From an optimization exercise on the open Yosys and OpenROAD flow, aimed at small area and a short achievable clock period; shortcuts taken in it are not production practice.
Where RTL was checked, it was by simulation tests only, not by an equivalence proof against the original.
Function not checked in run 1: the RTL went through the layout flow alone.
No activity file was given, so power comes from the tool's default toggle rates.

File: design.v
package alignPkg;
  localparam int SCORE_W = 11;
  typedef logic signed [SCORE_W-1:0] score_t;
  typedef logic [1:0] base_t;
  typedef struct packed {
    score_t m;
    score_t ix;
    score_t iy;
    score_t iz;
    score_t ixy;
    score_t iyz;
    score_t ixz;
  } scoreVec_t;
  typedef struct packed {
    scoreVec_t n1;
    scoreVec_t n2;
    scoreVec_t n3;
    base_t     a;
    base_t     b;
    base_t     c;
    logic      en;
  } cellIn_t;
endpackage
`timescale 1ns/1ps
module max7Tree #(
  parameter logic [20:0] THR1 = '0,    
  parameter logic [20:0] THR0 = '0,
  parameter int          CA1  = 0,
  parameter int          CA0  = 0,
  parameter int          CB1  = 0,
  parameter int          CB0  = 0
) (
  input  logic [76:0] x_i,      
  input  logic        bonus_i,
  input  logic        sel_i,    
  input  logic [11:0] ya_i,
  input  logic [10:0] ra_i,     
  input  logic [11:0] yb_i,
  input  logic [10:0] rb_i,     
  output logic [10:0] max_o
);
  function automatic logic [2:0] wrapBest(input logic [76:0] x, input logic [20:0] thr);
    logic [6:0] w;
    logic [1:0] qf [7];
    logic [1:0] q;
    for (int f = 0; f < 7; f++) begin
      w[f]  = ~|x[f*11+3 +: 8] & (x[f*11 +: 3] < thr[f*3 +: 3]);
      qf[f] = x[f*11 +: 2] - thr[f*3 +: 2];
    end
    q[1] = 1'b0;
    for (int f = 0; f < 7; f++) q[1] = q[1] | (w[f] & qf[f][1]);
    q[0] = 1'b0;
    for (int f = 0; f < 7; f++) q[0] = q[0] | (w[f] & qf[f][0] & (qf[f][1] | ~q[1]));
    wrapBest = {|w, q};
  endfunction
  function automatic logic topKey(input logic [11:0] y, input int c, input logic [1:0] q);
    logic [3:0] t;
    for (int k = 0; k < 4; k++) t[k] = ({1'b0, y} >= 13'(2044 + c + k));
    topKey = t[q];
  endfunction
  logic [2:0] wb1, wb0;
  logic       anyW, hitA, hitB;
  logic [1:0] q;
  assign wb1  = wrapBest(x_i, THR1);
  assign wb0  = wrapBest(x_i, THR0);
  assign anyW = bonus_i ? wb1[2] : wb0[2];
  assign q    = bonus_i ? wb1[1:0] : wb0[1:0];
  assign hitA = bonus_i ? topKey(ya_i, CA1, wb1[1:0]) : topKey(ya_i, CA0, wb0[1:0]);
  assign hitB = bonus_i ? topKey(yb_i, CB1, wb1[1:0]) : topKey(yb_i, CB0, wb0[1:0]);
  logic [10:0] fa, fb;
  assign fa = (anyW & ~hitA) ? {9'h1ff, q} : ra_i;
  assign fb = (anyW & ~hitB) ? {9'h1ff, q} : rb_i;
  assign max_o = sel_i ? fa : fb;
endmodule
`timescale 1ns/1ps
module neighborDelay;
endmodule
`timescale 1ns/1ps
module cellUpdate #(
  parameter int P0 = 6, parameter int P1 = 0,
  parameter int Q0 = 5, parameter int Q1 = 2,
  parameter int R0 = 3, parameter int R1 = 1,
  parameter int S0 = 4
) (
  input  logic [76:0] src_i,      
  input  logic        bonus_i,    
  output logic [10:0] t1_o,       
  output logic [10:0] t2_o
);
  function automatic logic ge12(input logic [11:0] a, input logic [11:0] b, input logic cin);
    logic [12:0] g0, t0;
    logic [6:0]  g1, t1;
    logic [3:0]  g2, t2;
    logic [1:0]  g3, t3;
    g0 = {a & ~b, cin};
    t0 = {a | ~b, 1'b0};
    for (int j = 0; j < 6; j++) begin
      g1[j] = g0[2*j+1] | (t0[2*j+1] & g0[2*j]);
      t1[j] = t0[2*j+1] & t0[2*j];
    end
    g1[6] = g0[12];
    t1[6] = t0[12];
    for (int j = 0; j < 3; j++) begin
      g2[j] = g1[2*j+1] | (t1[2*j+1] & g1[2*j]);
      t2[j] = t1[2*j+1] & t1[2*j];
    end
    g2[3] = g1[6];
    t2[3] = t1[6];
    for (int j = 0; j < 2; j++) begin
      g3[j] = g2[2*j+1] | (t2[2*j+1] & g2[2*j]);
      t3[j] = t2[2*j+1] & t2[2*j];
    end
    ge12 = g3[1] | (t3[1] & g3[0]);
  endfunction
  logic [10:0] X [7];
  logic [76:0] xAll;
  for (genvar f = 0; f < 7; f++) begin : gX
    assign X[f] = {~src_i[f*11+10], src_i[f*11 +: 10]};
    assign xAll[f*11 +: 11] = X[f];
  end
  logic        gtAB, geAB;
  logic [10:0] f1, f2;
  logic [11:0] yA, yB, yQ0, yQ1, yS;
  logic cP, cQ, gP0Q0, gP0Q1, gP1Q0, gP1Q1, wP0, wP1, wQ0, wQ1;
  assign cP    = ge12({1'b0, X[P0]}, {1'b0, X[P1]}, 1'b1);
  assign cQ    = ge12({1'b0, X[Q0]}, {1'b0, X[Q1]}, 1'b1);
  assign gP0Q0 = ge12({1'b0, X[P0]}, {1'b0, X[Q0]}, 1'b0);
  assign gP0Q1 = ge12({1'b0, X[P0]}, {1'b0, X[Q1]}, 1'b0);
  assign gP1Q0 = ge12({1'b0, X[P1]}, {1'b0, X[Q0]}, 1'b0);
  assign gP1Q1 = ge12({1'b0, X[P1]}, {1'b0, X[Q1]}, 1'b0);
  assign wP0 =  cP & gP0Q0 & gP0Q1;
  assign wP1 = ~cP & gP1Q0 & gP1Q1;
  assign wQ0 =  cQ & ~gP0Q0 & ~gP1Q0;
  assign wQ1 = ~cQ & ~gP0Q1 & ~gP1Q1;
  assign yQ0 = {1'b0, X[Q0]} + 12'd1;
  assign yQ1 = {1'b0, X[Q1]} + 12'd1;
  assign yA  = ({12{wP0}} & {1'b0, X[P0]}) | ({12{wP1}} & {1'b0, X[P1]})
             | ({12{wQ0}} & yQ0) | ({12{wQ1}} & yQ1);
  logic cR, gR0S, gR1S, wR0, wR1, wS;
  assign cR   = ge12({1'b0, X[R0]}, {1'b0, X[R1]}, 1'b1);
  assign gR0S = ge12({1'b0, X[R0]}, {1'b0, X[S0]}, 1'b0);
  assign gR1S = ge12({1'b0, X[R1]}, {1'b0, X[S0]}, 1'b0);
  assign wR0  =  cR & gR0S;
  assign wR1  = ~cR & gR1S;
  assign wS   = ~(wR0 | wR1);
  assign yS   = {1'b0, X[S0]} + 12'd1;
  assign yB   = ({12{wR0}} & {1'b0, X[R0]}) | ({12{wR1}} & {1'b0, X[R1]}) | ({12{wS}} & yS);
  assign gtAB = ge12(yA, yB, 1'b0);
  assign geAB = gtAB | &(yA | ~yB);
  function automatic logic [20:0] thr(input int p, input int q, input int r, input int s1);
    thr = '0;
    thr[P0*3 +: 3] = 3'(p);  thr[P1*3 +: 3] = 3'(p);
    thr[Q0*3 +: 3] = 3'(q);  thr[Q1*3 +: 3] = 3'(q);
    thr[R0*3 +: 3] = 3'(r);  thr[R1*3 +: 3] = 3'(r);
    thr[S0*3 +: 3] = 3'(s1);
  endfunction
  localparam logic [20:0] THR_T1  = thr(4, 3, 3, 2);
  localparam logic [20:0] THR_T21 = thr(1, 0, 1, 0);    
  localparam logic [20:0] THR_T20 = thr(3, 2, 3, 2);    
  logic [10:0] rA1, rB1, rA2, rB2;
  assign rA1 = yA[10:0] - 11'd4;
  assign rB1 = yB[10:0] - 11'd3;
  assign rA2 = bonus_i ? yA[10:0] - 11'd1 : yA[10:0] - 11'd3;
  assign rB2 = bonus_i ? yB[10:0] - 11'd1 : yB[10:0] - 11'd3;
  max7Tree #(.THR1(THR_T1), .THR0(THR_T1), .CA1(4), .CA0(4), .CB1(3), .CB0(3)) fix1 (
    .x_i(xAll), .bonus_i(1'b1), .sel_i(gtAB),
    .ya_i(yA), .ra_i(rA1), .yb_i(yB), .rb_i(rB1), .max_o(f1));
  max7Tree #(.THR1(THR_T21), .THR0(THR_T20), .CA1(1), .CA0(3), .CB1(1), .CB0(3)) fix2 (
    .x_i(xAll), .bonus_i(bonus_i), .sel_i(geAB),
    .ya_i(yA), .ra_i(rA2), .yb_i(yB), .rb_i(rB2), .max_o(f2));
  assign t1_o = {~f1[10], f1[9:0]};
  assign t2_o = {~f2[10], f2[9:0]};
endmodule
`timescale 1ns/1ps
module alignCell (
  input  logic        clk,
  input  logic        rst,
  input  logic [76:0] n1_i,
  input  logic [76:0] n2_i,
  input  logic [76:0] n3_i,
  input  logic [1:0]  a_i,
  input  logic [1:0]  b_i,
  input  logic [1:0]  c_i,
  input  logic        en_i,
  output logic [76:0] state_o,
  output logic [1:0]  baseA_o,
  output logic        en_o
);
  function automatic logic ge12(input logic [11:0] a, input logic [11:0] b, input logic cin);
    logic [12:0] g0, t0;
    logic [6:0]  g1, t1;
    logic [3:0]  g2, t2;
    logic [1:0]  g3, t3;
    g0 = {a & ~b, cin};
    t0 = {a | ~b, 1'b0};
    for (int j = 0; j < 6; j++) begin
      g1[j] = g0[2*j+1] | (t0[2*j+1] & g0[2*j]);
      t1[j] = t0[2*j+1] & t0[2*j];
    end
    g1[6] = g0[12];
    t1[6] = t0[12];
    for (int j = 0; j < 3; j++) begin
      g2[j] = g1[2*j+1] | (t1[2*j+1] & g1[2*j]);
      t2[j] = t1[2*j+1] & t1[2*j];
    end
    g2[3] = g1[6];
    t2[3] = t1[6];
    for (int j = 0; j < 2; j++) begin
      g3[j] = g2[2*j+1] | (t2[2*j+1] & g2[2*j]);
      t3[j] = t2[2*j+1] & t2[2*j];
    end
    ge12 = g3[1] | (t3[1] & g3[0]);
  endfunction
  function automatic logic ge13(input logic [12:0] a, input logic [12:0] b, input logic cin);
    logic o;
    o = cin;
    for (int i = 0; i < 13; i++) o = (a[i] & ~b[i]) | ((a[i] | ~b[i]) & o);
    ge13 = o;
  endfunction
  localparam int FM = 6, FIX = 5, FIY = 4, FIZ = 3, FIXY = 2, FIYZ = 1, FIXZ = 0;
  logic [76:0] S;
  logic [1:0]  A, B, C;
  logic        E;
  logic [10:0] mPre, ixyPre, ixzPre;
  logic        start;
  logic        eqAB, eqBC, eqAC, eqABn, eqBCn, eqACn;
  assign start = en_i & ~E;
  assign eqAB  = (A == B);
  assign eqBC  = (B == C);
  assign eqAC  = (A == C);
  assign eqABn = (a_i == b_i);
  assign eqBCn = (b_i == c_i);
  assign eqACn = (a_i == c_i);
  logic [10:0] iyN, ixyPreD, izN, ixzPreD;
  cellUpdate #(.P0(FM), .P1(FIXZ), .Q0(FIX), .Q1(FIXY), .R0(FIZ), .R1(FIYZ), .S0(FIY)) uN2 (
    .src_i(n2_i), .bonus_i(eqABn), .t1_o(iyN), .t2_o(ixyPreD));
  cellUpdate #(.P0(FM), .P1(FIXY), .Q0(FIX), .Q1(FIXZ), .R0(FIY), .R1(FIYZ), .S0(FIZ)) uN3 (
    .src_i(n3_i), .bonus_i(eqACn), .t1_o(izN), .t2_o(ixzPreD));
  logic [10:0] xs [7];
  logic [10:0] xn [7];
  for (genvar f = 0; f < 7; f++) begin : gX
    assign xs[f] = {~S[f*11+10], S[f*11 +: 10]};
    assign xn[f] = {~n1_i[f*11+10], n1_i[f*11 +: 10]};
  end
  function automatic logic [11:0] wkey(input logic [10:0] x, input logic [2:0] c);
    wkey = {~|x[10:3] & (x[2:0] < c), x};
  endfunction
  logic [11:0] s1a, s1b, s2, s4, ks [7];
  logic [12:0] sIx1, s4d, sZ, sW;
  logic [10:0] ixF;
  logic        c1a, c1b, c2, c4, cz, cw;
  assign ks[FM]   = wkey(xs[FM],   3'd4);
  assign ks[FIX]  = wkey(xs[FIX],  3'd2);
  assign ks[FIY]  = wkey(xs[FIY],  3'd3);
  assign ks[FIZ]  = wkey(xs[FIZ],  3'd3);
  assign ks[FIXY] = wkey(xs[FIXY], 3'd3);
  assign ks[FIYZ] = wkey(xs[FIYZ], 3'd4);
  assign ks[FIXZ] = wkey(xs[FIXZ], 3'd3);
  assign c1a = ge12(ks[FIY],  ks[FIZ],  1'b1);
  assign s1a = c1a ? ks[FIY] : ks[FIZ];
  assign c1b = ge12(ks[FIXY], ks[FIXZ], 1'b1);
  assign s1b = c1b ? ks[FIXY] : ks[FIXZ];
  assign c2  = ge12(s1a, s1b, 1'b1);
  assign s2  = c2 ? s1a : s1b;                        
  assign c4  = ge12(ks[FM], ks[FIYZ], 1'b1);
  assign s4  = c4 ? ks[FM] : ks[FIYZ];                
  assign sIx1 = {1'b0, ks[FIX]} + 13'd1;              
  assign cz = ge13({1'b0, s4}, sIx1, 1'b0);
  assign sZ = cz ? {1'b0, s4} : sIx1 + 13'd1;
  assign cw = ge13({1'b0, s2} + 13'd1, sZ, 1'b1);
  assign sW = cw ? {1'b0, s2} + 13'd1 : sZ;
  assign ixF = sW[10:0] - 11'd4;
  logic [6:0]  n0, n1, n2, n5, n6, n7;
  logic [11:0] km [7];
  for (genvar f = 0; f < 7; f++) begin : gN
    logic lo, hi;
    assign lo    = ~|xn[f][10:2];
    assign hi    = &xn[f][10:2];
    assign n0[f] = lo & (xn[f][1:0] == 2'd0);
    assign n1[f] = lo & (xn[f][1:0] == 2'd1);
    assign n2[f] = lo & (xn[f][1:0] == 2'd2);
    assign n5[f] = hi & (xn[f][1:0] == 2'd1);
    assign n6[f] = hi & (xn[f][1:0] == 2'd2);
    assign n7[f] = hi & (xn[f][1:0] == 2'd3);
    assign km[f] = {~(hi & |xn[f][1:0]), xn[f]};
  end
  logic pA0, pA1, pA2, pA5, pA6, pA7, pB0, pB1, pB2, pB5, pB6, pB7;
  assign pA0 = n0[FM] | n0[FIX] | n0[FIXY] | n0[FIXZ];
  assign pA1 = n1[FM] | n1[FIX] | n1[FIXY] | n1[FIXZ];
  assign pA2 = n2[FM] | n2[FIX] | n2[FIXY] | n2[FIXZ];
  assign pA5 = n5[FM] | n5[FIX] | n5[FIXY] | n5[FIXZ];
  assign pA6 = n6[FM] | n6[FIX] | n6[FIXY] | n6[FIXZ];
  assign pA7 = n7[FM] | n7[FIX] | n7[FIXY] | n7[FIXZ];
  assign pB0 = n0[FIY] | n0[FIZ] | n0[FIYZ];
  assign pB1 = n1[FIY] | n1[FIZ] | n1[FIYZ];
  assign pB2 = n2[FIY] | n2[FIZ] | n2[FIYZ];
  assign pB5 = n5[FIY] | n5[FIZ] | n5[FIYZ];
  assign pB6 = n6[FIY] | n6[FIZ] | n6[FIYZ];
  assign pB7 = n7[FIY] | n7[FIZ] | n7[FIYZ];
  logic [11:0] nA, nB, kyA, kyB, m3;
  logic [10:0] iyzF;
  logic        kAB;
  logic a01, a02, a03, a12, a13, a23, b01, b02, b12;
  assign a01 = ge12(km[FM],   km[FIX],  1'b1);
  assign a02 = ge12(km[FM],   km[FIXY], 1'b1);
  assign a03 = ge12(km[FM],   km[FIXZ], 1'b1);
  assign a12 = ge12(km[FIX],  km[FIXY], 1'b1);
  assign a13 = ge12(km[FIX],  km[FIXZ], 1'b1);
  assign a23 = ge12(km[FIXY], km[FIXZ], 1'b1);
  assign nA  = ({12{ a01 &  a02 &  a03}} & km[FM])
             | ({12{~a01 &  a12 &  a13}} & km[FIX])
             | ({12{~a02 & ~a12 &  a23}} & km[FIXY])
             | ({12{~a03 & ~a13 & ~a23}} & km[FIXZ]);
  assign b01 = ge12(km[FIY],  km[FIZ],  1'b1);
  assign b02 = ge12(km[FIY],  km[FIYZ], 1'b1);
  assign b12 = ge12(km[FIZ],  km[FIYZ], 1'b1);
  assign nB  = ({12{ b01 &  b02}} & km[FIY])
             | ({12{~b01 &  b12}} & km[FIZ])
             | ({12{~b02 & ~b12}} & km[FIYZ]);
  logic [11:0] nAr, nBr;
  logic [5:0]  pAr, pBr;      
  always_comb begin
    if (eqBC ? pAr[0] : |pAr[2:0])
      kyA = {1'b1, 9'd0, eqBC ? 2'd0 : pAr[2] ? 2'd2 : pAr[1] ? 2'd1 : 2'd0};
    else
      kyA = {1'b0, pAr[5] ? 11'd2047 : pAr[4] ? 11'd2046 : pAr[3] ? 11'd2045 : nAr[10:0]};
    if (~eqBC & |pBr[1:0])
      kyB = {1'b1, 9'd0, pBr[1] ? 2'd1 : 2'd0};
    else
      kyB = {1'b0, pBr[5] ? 11'd2047 : pBr[4] ? 11'd2046 : pBr[3] ? 11'd2045 : nBr[10:0]};
  end
  assign kAB  = ge12(kyA, kyB, 1'b0);
  assign iyzF = kAB ? (eqBC ? kyA[10:0] - 11'd1 : kyA[10:0] - 11'd3)
                    : (eqBC ? kyB[10:0]          : kyB[10:0] - 11'd2);
  assign m3   = ge12(nAr, nBr, 1'b1) ? nAr : nBr;
  logic [10:0] mK;        
  logic [5:0]  mP;        
  assign mK = m3[10:0];
  assign mP = pAr | pBr;
  logic        t3, tm1;
  logic [10:0] mPreX;
  assign t3  = eqABn & eqBCn;
  assign tm1 = ~t3 & (eqABn | eqBCn | eqACn);
  always_comb begin
    if (t3)
      mPreX = mK + 11'd3;
    else if (tm1)
      mPreX = mP[0] ? 11'd2047 : mP[5] ? 11'd2046 : mP[4] ? 11'd2045 : mP[3] ? 11'd2044
            : mK - 11'd1;
    else
      mPreX = mP[2] ? 11'd2047 : mP[1] ? 11'd2046 : mP[0] ? 11'd2045
            : mP[5] ? 11'd2044 : mP[4] ? 11'd2043 : mP[3] ? 11'd2042 : mK - 11'd3;
  end
  logic [10:0] mN, ixN, ixyN, ixzN;
  assign ixN  = start ? 11'h7fe : {~ixF[10], ixF[9:0]};
  assign mN   = start ? ((eqAB & eqBC) ? 11'd3 : (eqAB | eqBC | eqAC) ? 11'h7ff : 11'h7fd) : mPre;
  assign ixyN = start ? (eqAB ? 11'd0 : 11'h7fe) : ixyPre;
  assign ixzN = start ? (eqAC ? 11'd0 : 11'h7fe) : ixzPre;
  always_ff @(posedge clk or posedge rst) begin
    if (rst) begin
      S      <= '0;
      nAr    <= 12'hc00;   
      nBr    <= 12'hc00;
      pAr    <= '0;
      pBr    <= '0;
      A      <= '0;
      B      <= '0;
      C      <= '0;
      E      <= 1'b0;
      mPre   <= 11'd3;    
      ixyPre <= '0;
      ixzPre <= '0;
    end else begin
      S      <= {mN, ixN, iyN, izN, ixyN, {~iyzF[10], iyzF[9:0]}, ixzN};
      nAr    <= nA;
      nBr    <= nB;
      pAr    <= {pA7, pA6, pA5, pA2, pA1, pA0};
      pBr    <= {pB7, pB6, pB5, pB2, pB1, pB0};
      A      <= a_i;
      B      <= b_i;
      C      <= c_i;
      E      <= en_i;
      mPre   <= {~mPreX[10], mPreX[9:0]};
      ixyPre <= ixyPreD;
      ixzPre <= ixzPreD;
    end
  end
  assign state_o = S;
  assign baseA_o = A;
  assign en_o    = E;
endmodule
`timescale 1ns/1ps
module alignCellTop (
  input  logic        clk,
  input  logic        rst,
  input  logic [76:0] n1_i,
  input  logic [76:0] n2_i,
  input  logic [76:0] n3_i,
  input  logic [1:0]  a_i,
  input  logic [1:0]  b_i,
  input  logic [1:0]  c_i,
  input  logic        en_i,
  output logic [76:0] state_o,
  output logic [1:0]  baseA_o,
  output logic        en_o
);
  alignCell alignCell_inst (
    .clk     (clk),
    .rst     (rst),
    .n1_i    (n1_i),
    .n2_i    (n2_i),
    .n3_i    (n3_i),
    .a_i     (a_i),
    .b_i     (b_i),
    .c_i     (c_i),
    .en_i    (en_i),
    .state_o (state_o),
    .baseA_o (baseA_o),
    .en_o    (en_o)
  );
endmodule
File: flow/run.sh
#!/bin/bash
# The standard layout, with plain sky130_fd_sc_hd__buf_1 cells as the port
# buffers (the resizer's timing repair sizes them up where a path needs it).
# make's full output goes to flow.log here; each ORFS step keeps its own log
# under orfs/logs/.
set -euo pipefail
bash standard.sh "BUFFER_PORTS_ARGS=-buffer_cell sky130_fd_sc_hd__buf_1" finish > flow.log 2>&1
File: standard.sh
#!/bin/bash
# synth_recipe.tcl (not shown) runs the flow's synth.tcl, then flattens the netlist and writes it again
# the make line also repeats each setting of config.mk as NAME=value (left out here)
make -C /OpenROAD-flow-scripts/flow DESIGN_CONFIG=/design/flow/config.mk WORK_HOME=/design/flow/orfs CLKGATE_MAP_FILE= SYNTH_SCRIPT=/design/flow/synth_recipe.tcl "${@:-finish}"
File: config.mk
export PLATFORM = sky130hd
export DESIGN_NAME = alignCellTop
export DESIGN_NICKNAME = alignCellTop
export VERILOG_FILES = /design/flow/design.v
export SDC_FILE = /design/flow/constraint.sdc
export NUM_CORES = 4
export LEC_CHECK = 0
export ABC_AREA = 1
export CAP_MARGIN = 20
export CORE_MARGIN = 2
export CORE_UTILIZATION = 45
export SETUP_SLACK_MARGIN = 5
export SLEW_MARGIN = 20
File: constraint.sdc
create_clock -name core_clock -period 11.0 [get_ports {clk}]
set_input_delay 2.2000 -clock core_clock [delete_from_list [all_inputs] [get_ports {clk}]]
set_output_delay 2.2000 -clock core_clock [all_outputs]
set_load 0.01 [all_outputs]
==> qor.csv, run 1 <==
metric;value;unit
fin util;0.5327;
Least-Margin Pin Slew;1.043;ns
fin crit share;0.5330;
Filler Cell Count;5045;
setup_tns;0;ns
synth warn;21;
Worst Hold Depth;2;
Initial Util;0.4583;
CTS clk-pin slew, worst paths;0.06;ns
Worst Path Max Fanout;8;
Rel. slew slack;0.2995;
post-synth net total;3997;
CTS buffer count;17;
pin count of the biggest net entering global routing;73;
Worst-Skew Late Latency;0.43;ns
Area growth syn-to-layout;16.23;%
Critical Path AT;6.15;ns
Clock Skews;0.01284;ns
final setup margin;5.137;ns
DIE AREA;49380;um^2
Via density;5.845;
post-synth cell types;71;
DP HPWL;64410;um
synthesized area;21430;um^2
Hold Startpoint;alignCell_inst.mPre[7];
drt initial violations;2894;
kind of critical path;in2reg;
Post-Route WL;81480;um
leading cell types by total area after synthesis;dfrtp_1 17%, nand2_1 15%, inv_1 11%, nor2_1 7.4%, nand3_1 5.7%;
CTS Hold Bufs;0;
register area share after synthesis;0.1790;
RSZ-0062 raised after global routing;yes;
worst r2r dst;alignCell_inst.S[65];
ant diodes;0;
most frequent cells in the layout;829 x nand2_1, 604 x inv_1, 404 x nor2_1;
synthesized area per cell;5.754;um^2
clock root buffer;clkbuf_16;
R2R cell count;43;
Crit. Startpoint;n3_i[67];
dpl ws;3.536;ns
Via Count;27250;
Final Max Slew Viols;0;
first-pass GRT wire length;129000;um
main flop type after synthesis;dfrtp_1;
die width;222.2;um
Hold Path Class;reg2reg;
asr flop ratio synth;1.000;
endpoints failing hold;0;
area of the multi-input gates;15600;um^2
number of global-route vias before repair;24650;
TritonCTS clock tree;done;
flop-to-flop setup slack;5.61;ns
setup violators final;0;
Post-DRT Antenna Nets;0;
#FFs+latches synth;153;
core region area;46750;um^2
Min Clock Period, post-route;5.863;ns
Post-Layout Cell Count;4661;
number of synthesized flops with an enable pin;0;
post-DR wirelength/cell;17.48;um
H-tree levels;4;
placed cells;4576;
GP Congestion;0.9971;
status;complete, no violations;
FF-to-FF Start;alignCell_inst.S[10];
clk buf depth;2;
PortBufs;319;
initial antenna violation count;0;
Leak Pwr;11.61;nW
nets@finish;4314;
worst path required time;11.29;ns
DRC violations left;0;
IO Pins;320;
clk sink count;153;
DRT Pass-1 Iters;6;
Mapped Cells;3724;
GRT Total Usage;0.3147;
CP startpoint kind;primary input;
leading area contributor after synthesis;dfrtp_1;
share of layout cells above drive strength 1;0.08436;
P per Cell Area;275.8;nW/um^2
Max IR drop VDD;0.4883;mV
share of the synthesized area in the top cell type;0.1717;
most common cell after layout, fill and taps aside;nand2_1;
Peak Freq;170.6;MHz
total gr overflow;0;
die height;222.2;um
max-cap violation count;0;
sequential cell area;3836;um^2
WHS Endpoint;alignCell_inst.S[73];
Critical Path End Type;flop;
final hold slack;0.4462;ns
Core Rows;79;
-- cell type report --
type	instances	area share
multi-input combinational	2838	0.6262
sequential	153	0.1540
inverter	652	0.09937
timing repair buffer	378	0.06742
tap	607	0.03049
clock buffer	20	0.01794
clock inverter	12	0.004270
timing repair inverter	1	0.0003014
-- registers in the layout, indices dropped and copies added (netlist names) --
signal and flops:
alignCell_inst.S 77, alignCell_inst.nAr 12, alignCell_inst.nBr 12, alignCell_inst.ixyPre 11
alignCell_inst.ixzPre 11, alignCell_inst.mPre 11, alignCell_inst.pAr 6, alignCell_inst.pBr 6
alignCell_inst.A 2, alignCell_inst.B 2, alignCell_inst.C 2, alignCell_inst.E 1
-- critical path: stages --
cell and delay [ns]:
buf_2 0.16, inv_2 0.10, o22ai_1 0.15, inv_1 0.05, o22ai_1 0.10, a21oi_1 0.12
o221ai_2 0.18, a31oi_1 0.12, o41ai_2 0.47, nor2_1 0.12, nand2_2 0.13, inv_4 0.08
nand3_1 0.09, o221ai_1 0.17, nor2_2 0.20, inv_1 0.14, nor2_1 0.22, nor3_1 0.08
a21oi_1 0.12, o21a_1 0.12, nor2_1 0.04, a21oi_1 0.24, and2_4 0.26, nand2_4 0.11
buf_4 0.17, o2111ai_1 0.08, o31ai_1 0.12
-- power breakdown --
part | total (mW) | internal (mW) | leakage, nW | switching, mW
logic | 5.24 | 1.73 | 9.53 | 3.51
clock network | 0.552 | 0.301 | 0.262 | 0.251
registers | 1.08 | 0.799 | 1.82 | 0.278
total | 6.87 | 2.83 | 11.6 | 4.04
-- Yosys cell counts, types with 19 or more instances --
cell type	instances
a21oi_1	132
a31oi_1	60
clkbuf_1	76
dfrtp_1	147
ha_1	30
inv_1	627
nand2_1	851
nand3_1	243
nand4_1	62
nor2_1	422
nor3_1	113
nor4_1	58
o2111ai_1	35
o211ai_1	41
o21ai_0	238
o21ai_1	26
o221ai_1	68
o22ai_1	131
or2_2	22
xnor2_1	19
xor2_1	69
-- kinds of logic (layout without fill, tap and decap cells) --
| family | after synthesis | count (layout) | share of synthesized area |
|---|---|---|---|
| AOI/OAI and AO/OA | 868 | 868 | 0.2594 |
| xor gates and xnor gates | 88 | 88 | 0.03597 |
| adders and majority gates | 33 | 33 | 0.02032 |
| buffers and inverters | 736 | 1063 | 0.1302 |
| DFF | 153 | 153 | 0.1790 |
| muxes | 4 | 4 | 0.001927 |
| and+or+nand+nor | 1842 | 1845 | 0.3731 |
-- routing by layer --
| layer | vias to the layer above | routed length (um) | global-route usage |
|---|---|---|---|
| met1 | 12380 | 36840 | 0.4475 |
| met2 | 1387 | 36040 | 0.5018 |
| met4 | 0 | 1658 | 0.07454 |
| met5 | - | 0 | 0 |
| met3 | 139 | 6942 | 0.04496 |
| li1 | 13340 | - | - |
-- how the worst max path moves through the flow --
| stage | depth (start not counted) | end |
|---|---|---|
| finish | 27 | alignCell_inst.ixzPre[10] |
| global placement | 22 | alignCell_inst.ixzPre[1] |
| CTS | 27 | alignCell_inst.ixyPre[7] |
| global route | 29 | alignCell_inst.ixyPre[1] |
| floorplan | 23 | alignCell_inst.S[44] |
| detailed placement | 22 | alignCell_inst.ixzPre[7] |
-- timing repair --
item,CTS,global route
resized for setup,94,148
gates cloned,2,2
buffers inserted,4,45
endpoints found under the setup margin,44,52
pin swaps,3,30
-- per-stage QoR --
| stage | instance area, um^2 | power (mW) |
|---|---|---|
| 2_1_floorplan | 21430 | 4.938 |
| 3_3_place_gp | 23120 | 6.074 |
| 3_5_place_dp | 23120 | 6.082 |
| 4_1_cts | 24100 | 6.701 |
| 5_1_grt | 24910 | 7.634 |
| 6_report | 24910 | 6.869 |
==> inputs of run 2 (changes only) <==
--- a/design.v
+++ b/design.v
@@ -300,23 +300,12 @@
   logic [11:0] nA, nB, kyA, kyB, m3;
   logic [10:0] iyzF;
   logic        kAB;
-  logic a01, a02, a03, a12, a13, a23, b01, b02, b12;
-  assign a01 = ge12(km[FM],   km[FIX],  1'b1);
-  assign a02 = ge12(km[FM],   km[FIXY], 1'b1);
-  assign a03 = ge12(km[FM],   km[FIXZ], 1'b1);
-  assign a12 = ge12(km[FIX],  km[FIXY], 1'b1);
-  assign a13 = ge12(km[FIX],  km[FIXZ], 1'b1);
-  assign a23 = ge12(km[FIXY], km[FIXZ], 1'b1);
-  assign nA  = ({12{ a01 &  a02 &  a03}} & km[FM])
-             | ({12{~a01 &  a12 &  a13}} & km[FIX])
-             | ({12{~a02 & ~a12 &  a23}} & km[FIXY])
-             | ({12{~a03 & ~a13 & ~a23}} & km[FIXZ]);
-  assign b01 = ge12(km[FIY],  km[FIZ],  1'b1);
-  assign b02 = ge12(km[FIY],  km[FIYZ], 1'b1);
-  assign b12 = ge12(km[FIZ],  km[FIYZ], 1'b1);
-  assign nB  = ({12{ b01 &  b02}} & km[FIY])
-             | ({12{~b01 &  b12}} & km[FIZ])
-             | ({12{~b02 & ~b12}} & km[FIYZ]);
+  logic [11:0] na1, na2, nb1;
+  assign na1 = ge12(km[FM],   km[FIX],  1'b1) ? km[FM]   : km[FIX];
+  assign na2 = ge12(km[FIXY], km[FIXZ], 1'b1) ? km[FIXY] : km[FIXZ];
+  assign nA  = ge12(na1, na2, 1'b1) ? na1 : na2;
+  assign nb1 = ge12(km[FIY],  km[FIZ],  1'b1) ? km[FIY]  : km[FIZ];
+  assign nB  = ge12(nb1, km[FIYZ], 1'b1) ? nb1 : km[FIYZ];
   logic [11:0] nAr, nBr;
   logic [5:0]  pAr, pBr;      
   always_comb begin
--- a/config.mk
+++ b/config.mk
@@ -6,8 +6,8 @@
 export NUM_CORES = 4
 export LEC_CHECK = 0
 export ABC_AREA = 1
-export CAP_MARGIN = 20
+export CAP_MARGIN = 0
 export CORE_MARGIN = 2
 export CORE_UTILIZATION = 45
 export SETUP_SLACK_MARGIN = 5
-export SLEW_MARGIN = 20
+export SLEW_MARGIN = 0
==> qor.csv, run 2 <==
metric;value;unit;change
status;complete, no violations;;unchanged
GP Congestion;0.9951;;was 0.9971
CTS clk-pin slew, worst paths;0.08;ns;was 0.06 ns
number of global-route vias before repair;23230;;was 24650
drt initial violations;2640;;was 2894
Clock Power Share;0.084;;was 0.080
GRT Total Usage;0.3070;;was 0.3147
Post-Synth Simple-Gate Area;0.3738;;was 0.3731
share of layout cells above drive strength 1;0.07481;;was 0.08436
total gr overflow;0;;unchanged
overall power;7.004;mW;was 6.869 mW
Filler Cell Count;4881;;was 5045
leading area contributor after synthesis;dfrtp_1;;unchanged
Sw Ratio;0.5885;;was 0.5877
number of synthesized flops with an enable pin;0;;unchanged
Worst Path Max Fanout;9;;was 8
worst path required time;11.31;ns;was 11.29 ns
Reg power frac;0.156;;was 0.157
Worst-Skew Late Latency;0.44;ns;was 0.43 ns
PortBufs;319;;unchanged
max-cap violation count;0;;unchanged
post-synth net total;3913;;was 3997
Min Clock Period, post-route;5.770;ns;was 5.863 ns
flop-to-flop setup slack;5.78;ns;was 5.61 ns
Initial Util;0.4571;;was 0.4583
Critical Path AT;6.08;ns;was 6.15 ns
Clock Skews;0.01332;ns;was 0.01284 ns
Area growth syn-to-layout;15.28;%;was 16.23%
XOR/XNOR Fraction of Synth Area;0.03910;;was 0.03597
setup_tns;0;ns;unchanged
synthesized area;20830;um^2;was 21430 um^2
clk buf depth;2;;unchanged
CP startpoint kind;primary input;;unchanged
R2R cell count;44;;was 43
asr flop ratio synth;1.000;;unchanged
Least-Margin Pin Slew;1.038;ns;was 1.043 ns
Via density;5.701;;was 5.845
Final Max Slew Viols;0;;unchanged
Net Sw Power;4.122;mW;was 4.037 mW
main flop type after synthesis;dfrtp_1;;unchanged
worst r2r dst;alignCell_inst.S[65];;unchanged
Max IR drop VDD;0.8738;mV;was 0.4883 mV
P per Cell Area;291.6;nW/um^2;was 275.8 nW/um^2
TritonCTS clock tree;done;;unchanged
initial antenna violation count;5;;was 0
clk sink count;153;;unchanged
setup violators final;0;;unchanged
endpoints failing hold;0;;unchanged
clock root buffer;clkbuf_16;;unchanged
IO Pins;320;;unchanged
Reg with most FFs;alignCell_inst.S;;unchanged
post-synth cell types;76;;was 71
H-tree levels;4;;unchanged
fin crit share;0.5245;;was 0.5330
Comb power frac;0.760;;was 0.763
die width;219.2;um;was 222.2 um
Peak Freq;173.3;MHz;was 170.6 MHz
post-DR wirelength/cell;16.65;um;was 17.48 um
leading cell types by total area after synthesis;dfrtp_1 18%, nand2_1 15%, inv_1 11%, nor2_1 7.5%, o21ai_0 6.9%;;was dfrtp_1 17%, nand2_1 15%, inv_1 11%, nor2_1 7.4%, nand3_1 5.7%
share of the synthesized area in the top cell type;0.1766;;was 0.1717
DRC violations left;0;;unchanged
number of flip-flops in the largest register;77;;unchanged
Hold Path Class;reg2reg;;unchanged
most frequent cells in the layout;836 x nand2_1, 596 x inv_1, 404 x nor2_1;;was 829 x nand2_1, 604 x inv_1, 404 x nor2_1
Core Rows;78;;was 79
DIE AREA;48030;um^2;was 49380 um^2
kind of critical path;in2reg;;unchanged
FF-to-FF Start;alignCell_inst.S[48];;was alignCell_inst.S[10]
register area share after synthesis;0.1841;;was 0.1790
synth warn;21;;unchanged
first-pass GRT wire length;120100;um;was 129000 um
CTS buffer count;17;;unchanged
Mapped Cells;3642;;was 3724
Via Count;26060;;was 27250
nets@finish;4228;;was 4314
Leak Pwr;11.49;nW;was 11.61 nW
#FFs+latches synth;153;;unchanged
Largest regs;alignCell_inst.S x77, alignCell_inst.nAr x12, alignCell_inst.nBr x12;;unchanged
post-synthesis mux area share;0.0009610;;was 0.001927
Post-DRT Antenna Nets;0;;unchanged
RSZ-0062 raised after global routing;no;;was yes
Crit. Startpoint;n2_i[57];;was n3_i[67]
Critical Path End Type;flop;;unchanged
core region area;45580;um^2;was 46750 um^2
pin count of the biggest net entering global routing;62;;was 73
most common cell after layout, fill and taps aside;nand2_1;;unchanged
largest family of logic cells by synthesized area;simple AND/OR/NAND/NOR gates;;unchanged
die height;219.2;um;was 222.2 um
compound-gate portion of the synthesized area;0.2512;;was 0.2594
Int Pwr;2.882;mW;was 2.832 mW
synthesized area per cell;5.720;um^2;was 5.754 um^2
Synth Area in Adders;0.01970;;was 0.02032
Worst Setup EP;alignCell_inst.ixyPre[6];;was alignCell_inst.ixzPre[10]
DRT Pass-1 Iters;6;;unchanged
DP HPWL;61620;um;was 64410 um
CTS Hold Bufs;0;;unchanged
Rel. slew slack;0.3039;;was 0.2995
top post-synthesis cells by count;848 x nand2_1, 609 x inv_1, 415 x nor2_1;;was 851 x nand2_1, 627 x inv_1, 422 x nor2_1
Post-Route WL;76110;um;was 81480 um
most numerous cell in the Yosys netlist;nand2_1;;unchanged
==> run 2: what timing repair did <==
item	4_1_cts	5_1_grt
setup buffers	9	23
gates resized for setup	52	116
pin swaps	5	18
endpoints found under the hold margin	0	0
cloned	1	3
endpoints found under the setup margin	43	61
==> run 2: power groups by stage <==
stage | Sequential (mW) | Clock, mW | Combinational (mW)
5_1_grt | 1.11 | 0.627 | 6.08
2_1_floorplan | 1.02 | 0 | 4.10
6_report | 1.09 | 0.591 | 5.32
3_3_place_gp | 1.10 | 0 | 5.10
3_5_place_dp | 1.09 | 0 | 5.13
4_1_cts | 1.08 | 0.603 | 5.18
==> run 2: layout make-up <==
class                      count  area (um^2)  area share
tap                          600        750.7     0.03126
sequential                   153         3839      0.1598
antenna                        1        2.502   0.0001042
inverter                     637         2411      0.1004
clock buffer                  17        425.4     0.01771
multi-input combinational   2780        14800      0.6162
timing repair inverter         1        5.005   0.0002084
timing repair buffer         367         1600     0.06664
clock inverter                15        183.9    0.007659
==> run 2: layer usage <==
| layer | GRT usage | wire length [um] | up-vias |
|---|---|---|---|
| met5 | 0 | 52 | - |
| met4 | 0.06847 | 1617 | 8 |
| met3 | 0.05114 | 6263 | 144 |
| met2 | 0.4752 | 32550 | 1256 |
| met1 | 0.4451 | 35620 | 11720 |
| li1 | - | - | 12940 |
==> run 2: logic make-up after synthesis <==
group	count (synthesis)
mux	2
buf+inv	711
compound gates	852
xor+xnor	93
flops	153
simple gates	1800
fa+ha+maj	31
==> run 2: metrics by stage <==
step / instances / setup WS, ns / area [um^2] / hold slack, ns / utilization
2_1_floorplan: 3642 / 5.145 / 20840 / 0.4265 / -
3_3_place_gp: 4502 / 4.121 / 22560 / 0.4344 / 0.4951
3_5_place_dp: 4502 / 3.857 / 22560 / 0.4365 / 0.4951
4_1_cts: 4544 / 5.024 / 23460 / 0.4461 / 0.5147
5_1_grt: 4570 / 4.973 / 24010 / 0.4562 / 0.5269
6_report: 4571 / 5.230 / 24020 / 0.4424 / 0.5269
==> run 2: how the worst min path moves through the flow <==
stage                                         start  cells after the start                   end  slack, ns
final                      alignCell_inst.ixyPre[1]                      2  alignCell_inst.S[23]       0.44
after floorplan           alignCell_inst.ixzPre[10]                      2  alignCell_inst.S[10]       0.43
after detailed placement   alignCell_inst.ixyPre[1]                      2  alignCell_inst.S[23]       0.44
after CTS                  alignCell_inst.ixyPre[1]                      2  alignCell_inst.S[23]       0.45
after global placement       alignCell_inst.mPre[5]                      2  alignCell_inst.S[71]       0.43
after global routing       alignCell_inst.ixyPre[1]                      2  alignCell_inst.S[23]       0.46
==> run 2: worst max-delay path, stage by stage <==
cell,delay (ns)
clkbuf_2,0.16
clkinv_2,0.15
o221ai_1,0.23
o221ai_1,0.16
o21ai_0,0.12
a21oi_1,0.07
o221ai_1,0.17
a31oi_1,0.12
o21ai_0,0.34
nor3_2,0.10
buf_4,0.18
buf_4,0.14
nand3_1,0.06
nand4_1,0.17
inv_1,0.24
nand2_1,0.10
o21ai_0,0.12
o221ai_1,0.24
a22oi_1,0.28
nand2_4,0.11
clkinvlp_4,0.11
buf_4,0.12
nand3_2,0.16
a21oi_1,0.18
a21oi_1,0.06
==> inputs of run 3 (changes only) <==
--- a/config.mk
+++ b/config.mk
@@ -6,8 +6,9 @@
 export NUM_CORES = 4
 export LEC_CHECK = 0
 export ABC_AREA = 1
-export CAP_MARGIN = 0
+export CAP_MARGIN = 20
 export CORE_MARGIN = 2
 export CORE_UTILIZATION = 45
+export GPL_ROUTABILITY_DRIVEN = 0
 export SETUP_SLACK_MARGIN = 5
-export SLEW_MARGIN = 0
+export SLEW_MARGIN = 20
==> qor.csv, run 3 <==
metric;value;unit;change
R2R cell count;46;;was 44
Critical Path AT;6.10;ns;was 6.08 ns
GRT Total Usage;0.3052;;was 0.3070
RSZ-0062 raised after global routing;yes;;was no
fin crit share;0.5269;;was 0.5245
share of the synthesized area in the top cell type;0.1766;;unchanged
synth warn;21;;unchanged
Largest regs;alignCell_inst.S x77, alignCell_inst.nAr x12, alignCell_inst.nBr x12;;unchanged
post-synth cell types;76;;unchanged
most numerous cell in the Yosys netlist;nand2_1;;unchanged
Peak Freq;172.5;MHz;was 173.3 MHz
final hold slack;0.4492;ns;was 0.4424 ns
Worst Hold Depth;2;;unchanged
most common cell after layout, fill and taps aside;nand2_1;;unchanged
number of flip-flops in the largest register;77;;unchanged
PortBufs;319;;unchanged
#FFs+latches synth;153;;unchanged
Crit. Startpoint;n3_i[11];;was n2_i[57]
Worst-Skew Late Latency;0.44;ns;about the same
WL met2;32810;um;was 32550 um
worst r2r dst;alignCell_inst.S[65];;unchanged
worst path required time;11.31;ns;about the same
met3 wire len;5798;um;was 6263 um
synthesized area;20830;um^2;unchanged
register area share after synthesis;0.1841;;unchanged
H-tree levels;4;;unchanged
Buf/Inv on CP;5;;was 7
Clock Skews;0.02056;ns;was 0.01332 ns
P per Cell Area;291.4;nW/um^2;was 291.6 nW/um^2
nets@finish;4227;;was 4228
setup violators final;0;;unchanged
Final Max Slew Viols;0;;unchanged
initial antenna violation count;1;;was 5
DIE AREA;48030;um^2;unchanged
CTS buffer count;17;;unchanged
Slowest-stage cell, CP;a21oi_1;;was o21ai_0
Hold Startpoint;alignCell_inst.ixyPre[1];;unchanged
endpoints failing hold;0;;unchanged
Post-Route WL;75670;um;was 76110 um
final instance area;23950;um^2;was 24020 um^2
synthesized area per cell;5.720;um^2;unchanged
post-synth net total;3913;;unchanged
setup_tns;0;ns;unchanged
Max IR drop VDD;0.6092;mV;was 0.8738 mV
Worst Path Max Fanout;8;;was 9
DRT Pass-1 Iters;6;;unchanged
post-DR wirelength/cell;16.56;um;was 16.65 um
Leak Pwr;11.47;nW;was 11.49 nW
die width;219.2;um;unchanged
ant diodes;0;;was 1
asr flop ratio synth;1.000;;unchanged
number of global-route vias before repair;23190;;was 23230
Via density;5.701;;about the same
Least-Margin Pin Slew;0.9990;ns;was 1.038 ns
Post-DRT Antenna Nets;0;;unchanged
max-cap violation count;0;;unchanged
IO Pins;320;;unchanged
Critical Path End Type;flop;;unchanged
drt initial violations;2787;;was 2640
metal1 wirelength;35630;um;was 35620 um
top post-synthesis cells by count;848 x nand2_1, 609 x inv_1, 415 x nor2_1;;unchanged
Min Clock Period, post-route;5.795;ns;was 5.770 ns
pin count of the biggest net entering global routing;74;;was 62
first-pass GRT wire length;120600;um;was 120100 um
most frequent cells in the layout;837 x nand2_1, 596 x inv_1, 403 x nor2_1;;was 836 x nand2_1, 596 x inv_1, 404 x nor2_1
number of synthesized flops with an enable pin;0;;unchanged
Top Layer Used;met5;;unchanged
Max stage delay on crit path;0.28;ns;was 0.34 ns
Core Rows;78;;unchanged
leading cell types by total area after synthesis;dfrtp_1 18%, nand2_1 15%, inv_1 11%, nor2_1 7.5%, o21ai_0 6.9%;;unchanged
main flop type after synthesis;dfrtp_1;;unchanged
CP delay by family, top;compound AO/OA/AOI/OAI gates;;unchanged
Via Count;26050;;was 26060
DRC violations left;0;;unchanged
leading area contributor after synthesis;dfrtp_1;;unchanged
flop-to-flop setup slack;5.62;ns;was 5.78 ns
Mapped Cells;3642;;unchanged
total gr overflow;0;;unchanged
DP HPWL;61610;um;was 61620 um
Area growth syn-to-layout;14.96;%;was 15.28%
core region area;45580;um^2;unchanged
Rel. slew slack;0.3299;;was 0.3039
clk sink count;153;;unchanged
share of layout cells above drive strength 1;0.07357;;was 0.07481
Initial Util;0.4571;;unchanged
TritonCTS clock tree;done;;unchanged
clock root buffer;clkbuf_16;;unchanged
CP startpoint kind;primary input;;unchanged
status;complete, no violations;;unchanged
FF-to-FF Start;alignCell_inst.S[36];;was alignCell_inst.S[48]
kind of critical path;in2reg;;unchanged
Reg with most FFs;alignCell_inst.S;;unchanged
WHS Endpoint;alignCell_inst.S[23];;unchanged
CTS clk-pin slew, worst paths;0.07;ns;was 0.08 ns
Placed Area;22570;um^2;was 22560 um^2
Hold Path Class;reg2reg;;unchanged
die height;219.2;um;unchanged
clk buf depth;2;;unchanged
-- run 3: cell counts after synthesis --
No cell type changed its count.
-- run 3: tightest hold or removal path, cell delays in order, from the launching register on --
cell and delay (ns):
dfrtp_1 0.32, nand2_1 0.05, nand2_1 0.05
-- run 3: per-stage QoR --
stage          power (mW)  setup WS, ns    util  cells
4_1_cts             6.869         4.987  0.5136   4541
3_5_place_dp        6.225         3.860  0.4953   4503
3_3_place_gp        6.201         3.976  0.4953   4503
5_1_grt             7.787         4.938  0.5254   4569
6_report            6.978         5.205  0.5254   4569
2_1_floorplan       5.127         5.145       -   3642
-- run 3: area by class of cell --
class                   count  area, um^2
fillers                  4875       21630
repair buffers            367        1593
flip-flops and latches    153        3842
inverters                 637        2410
well taps                 600       750.7
clock inverters            15       178.9
repair inverters            1       5.005
multi-input cells        2779       14740
clock buffers              17       425.4
-- run 3: what timing repair did --
| item | CTS | global route |
|---|---|---|
| setup endpoints to repair | 44 | 61 |
| gates cloned | 1 | 1 |
| gates resized for setup | 47 | 115 |
| setup buffers | 5 | 27 |
| pin swaps | 4 | 16 |
| hold buffers | 0 | 0 |
-- run 3: cell families (layout without fill, tap and decap cells) --
kind of cell,count (synthesis),after routing,synth area share
XOR/XNOR,93,93,0.03910
flip-flops,153,153,0.1841
adder cells (fa/ha/maj),31,31,0.01970
multiplexers,2,2,0.0009610
AND/OR/NAND/NOR,1800,1801,0.3738
buffers and inverters,711,1037,0.1311
AO/OA/AOI/OAI,852,852,0.2512
-- run 3: report_power, final --
group	internal (mW)	switching [mW]
logic	1.75	3.55
clock network	0.307	0.274
registers	0.812	0.282
total	2.87	4.11
-- run 3: how the worst max path moves through the flow --
stage / to / slack (ns) / depth (start not counted)
after floorplan: alignCell_inst.ixzPre[3] / 5.15 / 29
after global placement: alignCell_inst.ixyPre[9] / 3.98 / 26
after detailed placement: alignCell_inst.ixzPre[3] / 3.86 / 25
after CTS: alignCell_inst.ixzPre[3] / 4.99 / 27
after global routing: alignCell_inst.S[34] / 4.94 / 28
final: alignCell_inst.S[34] / 5.20 / 28
-- run 3: layer usage --
metal / vias to the layer above / global-route usage
met5: - / 0
met4: 2 / 0.06599
met3: 128 / 0.03590
met2: 1230 / 0.4750
met1: 11760 / 0.4506
li1: 12930 / -
==> inputs of run 4 (changes only) <==
--- a/config.mk
+++ b/config.mk
@@ -9,6 +9,6 @@
 export CAP_MARGIN = 20
 export CORE_MARGIN = 2
 export CORE_UTILIZATION = 45
-export GPL_ROUTABILITY_DRIVEN = 0
+export PLACE_DENSITY = 0.75
 export SETUP_SLACK_MARGIN = 5
 export SLEW_MARGIN = 20
==> qor.csv, run 4 <==
metric;value;unit;change
CTS clk-pin slew, worst paths;0.07;ns;about the same
clk buf depth;2;;unchanged
register area share after synthesis;0.1841;;unchanged
H-tree levels;4;;unchanged
Worst Hold Depth;2;;unchanged
drt initial violations;3111;;was 2787
final setup margin;5.199;ns;was 5.205 ns
Via Count;26280;;was 26050
Critical Path End Type;flop;;unchanged
number of flip-flops in the largest register;77;;unchanged
share of the synthesized area in the top cell type;0.1766;;unchanged
dpl ws;3.662;ns;was 3.860 ns
Max IR drop VDD;0.4405;mV;was 0.6092 mV
initial antenna violation count;0;;was 1
post-DR wirelength/cell;16.08;um;was 16.56 um
final instance area;24000;um^2;was 23950 um^2
post-synth net total;3913;;unchanged
top post-synthesis cells by count;848 x nand2_1, 609 x inv_1, 415 x nor2_1;;unchanged
worst path required time;11.31;ns;about the same
leading area contributor after synthesis;dfrtp_1;;unchanged
DIE AREA;48030;um^2;unchanged
Clock Skews;0.01445;ns;was 0.02056 ns
GP Congestion;1.031;;
post-synth cell types;76;;unchanged
Hold Path Class;reg2reg;;unchanged
number of global-route vias before repair;22880;;was 23190
status;complete, no violations;;unchanged
synthesized area;20830;um^2;unchanged
Rel. slew slack;0.4350;;was 0.3299
die height;219.2;um;unchanged
total gr overflow;0;;unchanged
max-cap violation count;0;;unchanged
CTS Hold Bufs;0;;unchanged
R2R cell count;46;;unchanged
P per Cell Area;291.5;nW/um^2;was 291.4 nW/um^2
fin crit share;0.5274;;was 0.5269
Leak Pwr;11.47;nW;about the same
Post-DRT Antenna Nets;0;;unchanged
nets@finish;4224;;was 4227
DRC violations left;0;;unchanged
DP HPWL;59080;um;was 61610 um
RSZ-0062 raised after global routing;yes;;unchanged
pin count of the biggest net entering global routing;84;;was 74
PortBufs;319;;unchanged
DRT Pass-1 Iters;6;;unchanged
ant diodes;0;;unchanged
Largest regs;alignCell_inst.S x77, alignCell_inst.nAr x12, alignCell_inst.nBr x12;;unchanged
Placed Area;22550;um^2;was 22570 um^2
synthesized area per cell;5.720;um^2;unchanged
Worst-Skew Late Latency;0.43;ns;was 0.44 ns
most numerous cell in the Yosys netlist;nand2_1;;unchanged
setup violators final;0;;unchanged
clk sink count;153;;unchanged
CTS buffer count;17;;unchanged
Final Max Slew Viols;0;;unchanged
GRT Total Usage;0.2938;;was 0.3052
share of layout cells above drive strength 1;0.07161;;was 0.07357
Max stage delay on crit path;0.26;ns;was 0.28 ns
Critical Path AT;6.11;ns;was 6.10 ns
Via density;5.756;;was 5.701
Worst Path Max Fanout;9;;was 8
core region area;45580;um^2;unchanged
CP startpoint kind;primary input;;unchanged
IO Pins;320;;unchanged
Mapped Cells;3642;;unchanged
Peak Freq;172.4;MHz;was 172.5 MHz
Post-Route WL;73400;um;was 75670 um
TritonCTS clock tree;done;;unchanged
main flop type after synthesis;dfrtp_1;;unchanged
flop-to-flop setup slack;5.66;ns;was 5.62 ns
most frequent cells in the layout;833 x nand2_1, 597 x inv_1, 403 x nor2_1;;was 837 x nand2_1, 596 x inv_1, 403 x nor2_1
final hold slack;0.4420;ns;was 0.4492 ns
leading cell types by total area after synthesis;dfrtp_1 18%, nand2_1 15%, inv_1 11%, nor2_1 7.5%, o21ai_0 6.9%;;unchanged
number of synthesized flops with an enable pin;0;;unchanged
most common cell after layout, fill and taps aside;nand2_1;;unchanged
Min Clock Period, post-route;5.801;ns;was 5.795 ns
endpoints failing hold;0;;unchanged
first-pass GRT wire length;115900;um;was 120600 um
synth warn;21;;unchanged
setup_tns;0;ns;unchanged
Reg with most FFs;alignCell_inst.S;;unchanged
Least-Margin Pin Slew;0.8387;ns;was 0.9990 ns
Initial Util;0.4571;;unchanged
kind of critical path;in2reg;;unchanged
#FFs+latches synth;153;;unchanged
clock root buffer;clkbuf_16;;unchanged
asr flop ratio synth;1.000;;unchanged
Core Rows;78;;unchanged
Slowest-stage cell, CP;nor3b_4;;was a21oi_1
Area growth syn-to-layout;15.20;%;was 14.96%
die width;219.2;um;unchanged
run 4: routing by layer:
layer  part of all wire  vias up  global-route usage
met1               0.45    11770              0.4192
met2               0.42     1417              0.4472
met3              0.093      180             0.04948
li1                   -    12920                   -
met5                  0        -                   0
met4              0.034        0             0.09842
run 4: per-stage QoR:
stage	util	std cells	total power [mW]
final	0.5265	4566	6.996
after global routing	0.5265	4566	7.799
after CTS	0.5144	4539	6.865
after detailed placement	0.4948	4500	6.193
after global placement	0.4948	4500	6.135
after floorplan	-	3642	5.127
run 4: where the power goes:
| group | internal, mW | switching, mW | leakage [nW] |
|---|---|---|---|
| Sequential | 0.811 | 0.251 | 1.79 |
| Combinational | 1.75 | 3.58 | 9.39 |
| Clock | 0.367 | 0.242 | 0.285 |
| Total | 2.93 | 4.07 | 11.5 |
run 4: critical path: cells and delay by family:
family                 cells  cell delay (ns)
AO/OA/AOI/OAI             10             1.21
buffers and inverters      7             0.97
AND/OR/NAND/NOR           13             1.73
run 4: cells by family after synthesis:
family | after synthesis | share of synthesized area
simple gates | 1800 | 0.3738
compound gates | 852 | 0.2512
buf+inv | 711 | 0.1311
flops | 153 | 0.1841
xor+xnor | 93 | 0.03910
fa+ha+maj | 31 | 0.01970
mux | 2 | 0.0009610
run 4: path summary, 6_finish.rpt:
check	from	endpoint
max reg2reg	alignCell_inst.S[4]	alignCell_inst.S[65]
max in group asynchronous	rst	alignCell_inst.S[52]
min	alignCell_inst.ixyPre[10]	alignCell_inst.S[32]
max	n2_i[1]	alignCell_inst.ixyPre[8]
min reg2reg	alignCell_inst.ixyPre[10]	alignCell_inst.S[32]
min in group asynchronous	rst	alignCell_inst.A[1]
run 4: area by class of cell:
type,count,area [um^2]
fillers,4670,21580
clock buffers,20,446.7
inverters,637,2409
clock inverters,12,163.9
flip-flops and latches,153,3836
well taps,600,750.7
repair inverters,1,5.005
repair buffers,364,1575
multi-input cells,2779,14810
run 4: repair_timing:
item / 4_1_cts / 5_1_grt
pin swaps: 3 / 12
endpoints found under the setup margin: 44 / 61
buffers inserted: 6 / 25
cloned: 1 / 1
resized for setup: 58 / 103
==> inputs of run 5 (changes only) <==
--- a/config.mk
+++ b/config.mk
@@ -9,6 +9,5 @@
 export CAP_MARGIN = 20
 export CORE_MARGIN = 2
 export CORE_UTILIZATION = 45
-export PLACE_DENSITY = 0.75
 export SETUP_SLACK_MARGIN = 5
 export SLEW_MARGIN = 20
==> qor.csv, run 5 <==
metric;value;unit;change
post-DR wirelength/cell;16.65;um;was 16.08 um
Peak Freq;173.2;MHz;was 172.4 MHz
Critical Path AT;6.12;ns;was 6.11 ns
number of synthesized flops with an enable pin;0;;unchanged
Area growth syn-to-layout;15.38;%;was 15.20%
area of the multi-input gates;14800;um^2;was 14810 um^2
CTS buffer count;17;;unchanged
Least-Margin Pin Slew;1.034;ns;was 0.8387 ns
kind of critical path;in2reg;;unchanged
Min Clock Period, post-route;5.773;ns;was 5.801 ns
CTS clk-pin slew, worst paths;0.07;ns;about the same
Comb power frac;0.760;;was 0.761
most numerous cell in the Yosys netlist;nand2_1;;unchanged
DIE AREA;48030;um^2;unchanged
Worst-Skew Late Latency;0.44;ns;was 0.43 ns
XOR/XNOR Fraction of Synth Area;0.03910;;unchanged
leading cell types by total area after synthesis;dfrtp_1 18%, nand2_1 15%, inv_1 11%, nor2_1 7.5%, o21ai_0 6.9%;;unchanged
Final Max Slew Viols;0;;unchanged
die width;219.2;um;unchanged
leading area contributor after synthesis;dfrtp_1;;unchanged
Int Pwr;2.883;mW;was 2.926 mW
fin crit share;0.5248;;was 0.5274
synth warn;21;;unchanged
synthesized area per cell;5.720;um^2;unchanged
Filler Cell Count;4880;;was 4670
max-cap violation count;0;;unchanged
Mapped Cells;3642;;unchanged
synthesized area;20830;um^2;unchanged
Hold Path Class;reg2reg;;unchanged
Post-DRT Antenna Nets;0;;unchanged
Synth Area in Adders;0.01970;;unchanged
DRC violations left;0;;unchanged
largest family of logic cells by synthesized area;simple AND/OR/NAND/NOR gates;;unchanged
P per Cell Area;291.5;nW/um^2;about the same
clk buf depth;2;;unchanged
Clock Power Share;0.084;;was 0.087
Reg power frac;0.156;;was 0.152
Core Rows;78;;unchanged
final instance area;24040;um^2;was 24000 um^2
PortBufs;319;;unchanged
Worst Path Max Fanout;10;;was 9
endpoints failing hold;0;;unchanged
sequential cell area;3839;um^2;was 3836 um^2
register area share after synthesis;0.1841;;unchanged
fin util;0.5274;;was 0.5265
placed cells;4502;;was 4500
share of the synthesized area in the top cell type;0.1766;;unchanged
nets@finish;4229;;was 4224
Clock Skews;0.009763;ns;was 0.01445 ns
total gr overflow;0;;unchanged
setup violators final;0;;unchanged
share of layout cells above drive strength 1;0.07504;;was 0.07161
CP startpoint kind;primary input;;unchanged
Via Count;25960;;was 26280
Worst Hold Depth;2;;unchanged
IO Pins;320;;unchanged
number of global-route vias before repair;23230;;was 22880
number of flip-flops in the largest register;77;;unchanged
Max IR drop VDD;0.8699;mV;was 0.4405 mV
Leak Pwr;11.50;nW;was 11.47 nW
Critical Path End Type;flop;;unchanged
R2R cell count;44;;was 46
RSZ-0062 raised after global routing;no;;was yes
die height;219.2;um;unchanged
status;complete, no violations;;unchanged
clk sink count;153;;unchanged
TritonCTS clock tree;done;;unchanged
final setup margin;5.227;ns;was 5.199 ns
Largest regs;alignCell_inst.S x77, alignCell_inst.nAr x12, alignCell_inst.nBr x12;;unchanged
overall power;7.007;mW;was 6.996 mW
DP HPWL;61620;um;was 59080 um
DRT Pass-1 Iters;8;;was 6
Via density;5.678;;was 5.756
Sw Ratio;0.5886;;was 0.5818
GRT Total Usage;0.3070;;was 0.2938
clock root buffer;clkbuf_16;;unchanged
post-synthesis mux area share;0.0009610;;unchanged
top post-synthesis cells by count;848 x nand2_1, 609 x inv_1, 415 x nor2_1;;unchanged
most common cell after layout, fill and taps aside;nand2_1;;unchanged
drt initial violations;2672;;was 3111
post-synth net total;3913;;unchanged
initial antenna violation count;5;;was 0
Net Sw Power;4.124;mW;was 4.070 mW
Post-Synth Simple-Gate Area;0.3738;;unchanged
Initial Util;0.4571;;unchanged
Rel. slew slack;0.3061;;was 0.4350
#FFs+latches synth;153;;unchanged
GP Congestion;0.9951;;was 1.031
dpl ws;3.857;ns;was 3.662 ns
Post-Route WL;76100;um;was 73400 um
H-tree levels;4;;unchanged
main flop type after synthesis;dfrtp_1;;unchanged
worst path required time;11.35;ns;was 11.31 ns
most frequent cells in the layout;836 x nand2_1, 596 x inv_1, 404 x nor2_1;;was 833 x nand2_1, 597 x inv_1, 403 x nor2_1
core region area;45580;um^2;unchanged
setup_tns;0;ns;unchanged
pin count of the biggest net entering global routing;62;;was 84
compound-gate portion of the synthesized area;0.2512;;unchanged
Reg with most FFs;alignCell_inst.S;;unchanged
CTS Hold Bufs;0;;unchanged
post-synth cell types;76;;unchanged
first-pass GRT wire length;120100;um;was 115900 um
Placed Area;22560;um^2;was 22550 um^2
Post-Layout Cell Count;4572;;was 4566
final hold slack;0.4446;ns;was 0.4420 ns
asr flop ratio synth;1.000;;unchanged
==> run 5: final timing paths <==
check / from / to / slack (ns)
min in group asynchronous: rst / alignCell_inst.B[1] / 1.70
worst min register to register: alignCell_inst.ixyPre[1] / alignCell_inst.S[23] / 0.44
worst max register to register: alignCell_inst.S[48] / alignCell_inst.S[65] / 5.77
max in group asynchronous: rst / alignCell_inst.S[36] / 7.69
worst min-delay path: alignCell_inst.ixyPre[1] / alignCell_inst.S[23] / 0.44
worst max-delay path: n3_i[68] / alignCell_inst.ixzPre[2] / 5.23
==> run 5: per-layer routing <==
layer	up-vias	share of wire	wire, um	global-route usage
li1	12930	-	-	-
met1	11600	0.47	35550	0.4451
met2	1289	0.43	32450	0.4752
met3	138	0.085	6450	0.05114
met4	8	0.021	1598	0.06847
met5	-	0.00068	52	0
==> run 5: cells by family after synthesis <==
group	count (synthesis)
xor gates and xnor gates	93
adders and majority gates	31
DFF	153
buffers and inverters	711
AOI/OAI and AO/OA	852
muxes	2
and+or+nand+nor	1800
==> run 5: area by class of cell <==
type | count | area share
diodes | 1 | 0.0001041
clock buffers | 17 | 0.01770
clock inverters | 15 | 0.007652
inverters | 637 | 0.1003
multi-input cells | 2780 | 0.6157
flip-flops and latches | 153 | 0.1597
well taps | 600 | 0.03123
repair buffers | 368 | 0.06741
repair inverters | 1 | 0.0002082
==> run 5: critical path, cell delays in order <==
cell and delay (ns):
buf_1 0.25, inv_1 0.15, o221ai_1 0.22, o221ai_1 0.15, o21ai_0 0.09, a21oi_1 0.09, o22ai_1 0.18, o2111ai_1 0.14
o2111ai_1 0.15, inv_1 0.13, nand3_4 0.16, nor2_1 0.10, nor3_4 0.31, ha_1 0.22, inv_1 0.08, nor2_1 0.14
nand2_1 0.14, nor2_4 0.16, nand2_1 0.09, o21ai_1 0.12, o21ai_0 0.11, a32o_2 0.31, nand2_1 0.16, inv_2 0.09
a21oi_1 0.16
==> run 5: power groups by stage <==
stage | logic [mW] | clock network [mW] | registers (mW)
floorplan | 4.10 | 0 | 1.02
global placement | 5.10 | 0 | 1.10
detailed placement | 5.13 | 0 | 1.09
CTS | 5.18 | 0.603 | 1.08
global route | 6.08 | 0.627 | 1.11
finish | 5.32 | 0.591 | 1.09
==> run 5: what timing repair did <==
item | CTS | global route
buffers inserted | 9 | 23
pin swaps | 5 | 18
gates resized for setup | 52 | 116
setup endpoints to repair | 43 | 61
gates cloned | 1 | 3

what the ideal ports hide:
In the flow no input, the clock included, has a driving cell. The finished layouts below were timed again as built, in two steps.
Step 1 sets driving cells, clkbuf_16 on the clock port and buf_2 on the other inputs (assumed; they add their load-dependent delay and slew).
Step 2, shift: input delay + t, output delay - t, t = (earliest + latest rising clock arrival at the registers) / 2. This alone moves slack from input paths to output paths.
Three values: no drivers, after step 1, after step 2; two values: the first two.
run | t, ns | setup WS [ns] | pins driven straight from the clock port
run 1 | 0.474 | 5.137 / 5.167 / 4.693 | 1
run 2 | 0.479 | 5.230 / 5.251 / 4.772 | 1
run 3 | 0.471 | 5.205 / 5.224 / 4.753 | 1
run 4 | 0.469 | 5.199 / 5.224 / 4.756 | 1
run 5 | 0.479 | 5.227 / 5.251 / 4.771 | 1
After both steps every run listed still meets setup and hold. The setup slack of run 2, which loses most, moves by +0.021 ns with the drivers and by -0.458 ns with both steps.
